Background: an optimization exercise with open tools, aiming at small area, a short achievable clock period and few clock cycles per item. Do not read the settings as production practice.
In this exercise RTL edits were held to simulation tests only and were not proved equivalent to the original.
Power and IR drop assume default switching activity.

// page_buffer_lru_replacement
module page_buffer_lru_replacement
(
    input  logic                  clk,
    input  logic                  rst_n,
    input  logic                  psel,
    input  logic                  penable,
    input  logic                  pwrite,
    input  logic [APB_ADDR_W-1:0] paddr,
    input  logic [APB_DATA_W-1:0] pwdata,
    output logic [APB_DATA_W-1:0] prdata,
    output logic                  pready,
    input  logic                  in_valid,
    output logic                  in_ready,
    input  logic [CMD_W-1:0]      in_cmd,
    input  logic [PAGE_W-1:0]     in_page_id,
    output logic                  out_valid,
    input  logic                  out_ready,
    output logic                  out_hit,
    output logic [SLOT_FIELD_W-1:0] out_slot,
    output logic [PAGE_W-1:0]     out_page_number,
    output logic                  out_writeback_valid,
    output logic [PAGE_W-1:0]     out_writeback_page,
    output logic                  out_last
);
    logic [CFG_W-1:0]        slots_in_use_reg, slots_in_use_next;
    logic [CFG_W-1:0]        prdata_reg;
    logic [BUFFER_SLOTS-1:0] active_mask;
    logic [BUFFER_SLOTS-2:0] active_hi_reg, active_hi_next;
    logic                    cfg_write;
    logic                    done;
    logic                    cmd_valid;
    logic [3:0]              cmd_is;
    logic [PAGE_W-1:0]       cmd_page;
    logic                    load;
    logic [PAGE_W-1:0]       load_page;
    assign pready    = 1'b1;
    assign cfg_write = psel && penable && pwrite && (paddr == ADDR_SLOTS_IN_USE);
    assign slots_in_use_next = cfg_write ? pwdata[CFG_W-1:0] : slots_in_use_reg;
  ...
Size: roughly 2400 cells after synthesis, roughly 590 flip-flops, roughly 28000 um^2 of cells after synthesis.
==> flow/config.mk <==
export PLATFORM = sky130hd
export DESIGN_NAME = page_buffer_lru_replacement
export DESIGN_NICKNAME = page_buffer_lru_replacement
export VERILOG_FILES = /design/flow/design.v
export SDC_FILE = /design/flow/constraint.sdc
export NUM_CORES = 4
export LEC_CHECK = 0
export CAP_MARGIN = 20
export CORE_MARGIN = 2
export CORE_UTILIZATION = 40
export CTS_CLUSTER_DIAMETER = 80
export CTS_CLUSTER_SIZE = 26
export PLACE_DENSITY = 0.85
export SLEW_MARGIN = 20
==> flow/constraint.sdc <==
create_clock -name core_clock -period 11.0 [get_ports {clk}]
set_input_delay 2.2000 -clock core_clock [delete_from_list [all_inputs] [get_ports {clk}]]
set_output_delay 2.2000 -clock core_clock [all_outputs]
set_load 0.01 [all_outputs]
standard.sh (not shown) runs the stock make flow with config.mk's settings and CLKGATE_MAP_FILE= SYNTH_SCRIPT=/design/flow/synth_recipe.tcl, a recipe that flattens the netlist after the stock synthesis.
==> flow/flow/run.sh <==
#!/bin/bash
# The standard layout (standard.sh), with a few extra ORFS settings read
# from flow/knobs.txt, one NAME=value per line: the resizer's setup repair
# aims for extra slack and the port buffers use a plain buffer cell. The
# clock, constraints and synthesis are the standard flow's own, unchanged.
set -euo pipefail
args=()
while IFS= read -r line; do
  [[ -n "$line" ]] && args+=("$line")
done < "$(dirname "$0")/knobs.txt"
bash standard.sh "${args[@]}" finish > flow_make.log 2>&1
==> flow/flow/knobs.txt <==
SETUP_SLACK_MARGIN=7.62
BUFFER_PORTS_ARGS=-buffer_cell sky130_fd_sc_hd__buf_2
The first run produced a clean layout.
Testbench counts at the start, summed over its fixed seeds: cycles 23,954, items 20,000.
Edit:
Settings changed: PLACE_DENSITY 0.85 to 0.75.
Design area grows by 0.66%.
Die area is unchanged.
Clock power grows by about 10%.
Total power grows by 2.0%.
Worst setup slack gains 0.096 ns.
Critical path depth shrinks by 1.
Clock-buffer cell count grows by 11.
Utilization grows by 0.29 points.
Edit:
Settings changed: PLACE_DENSITY 0.75 to 0.6.
The new run went through all stages and came out clean. Clock power barely changes. Global-route usage climbs by 1.3 points. Utilization is about the same. Wire length is higher by a few percent. Worst setup slack is worse by 0.13 ns. Final area stays flat. Flip-flop and latch count is unchanged. Fmax goes down by a few percent.
Edit:
==> flow/flow/knobs.txt (replaced) <==
SETUP_SLACK_MARGIN=7.75
BUFFER_PORTS_ARGS=-buffer_cell sky130_fd_sc_hd__buf_2
Utilization is higher by 0.42 points.
Combinational power is higher by about 2%.
Worst setup slack improved by 0.020 ns.
Final area is higher by 0.94%.
Via count is higher by 0.32%.
Hold slack is about the same.
Total power is higher by 0.53%.
Die area is unchanged.
Non-clock buffer count is higher by 11.
Fmax is higher by 0.58%.
Sequential power stays flat.

-- what the ideal ports hide --
No port has a modelled driver above. Below, the same layouts with a new extraction and two added sets of constraints.
Step 1 assumes that a clkbuf_16 drives the clock port and a buf_2 every other input.
Step 2 moves the port delays by t, midway between the first and last clock arrival at a register: inputs arrive t later, outputs are due t later. That takes back most of the time a late clock gives input paths.
Slacks: no drivers / after step 1 / after step 2; pairs: no drivers / after step 1.
| run | shift t [ns] | setup WS [ns] | worst slew at a driven data input, ns |
|---|---|---|---|
| the first run | 0.722 | 7.551 / 7.481 / 6.998 | 0.05 |
| the second run | 0.645 | 7.647 / 7.584 / 7.050 | 0.06 |
| the third run | 0.649 | 7.519 / 7.450 / 7.018 | 0.03 |
| the fourth run | 0.646 | 7.539 / 7.475 / 7.131 | 0.04 |
After both steps every run listed still meets setup and hold. For the second run, which loses most, drivers alone change the setup slack by -0.063 ns; drivers and shift together by -0.597 ns.
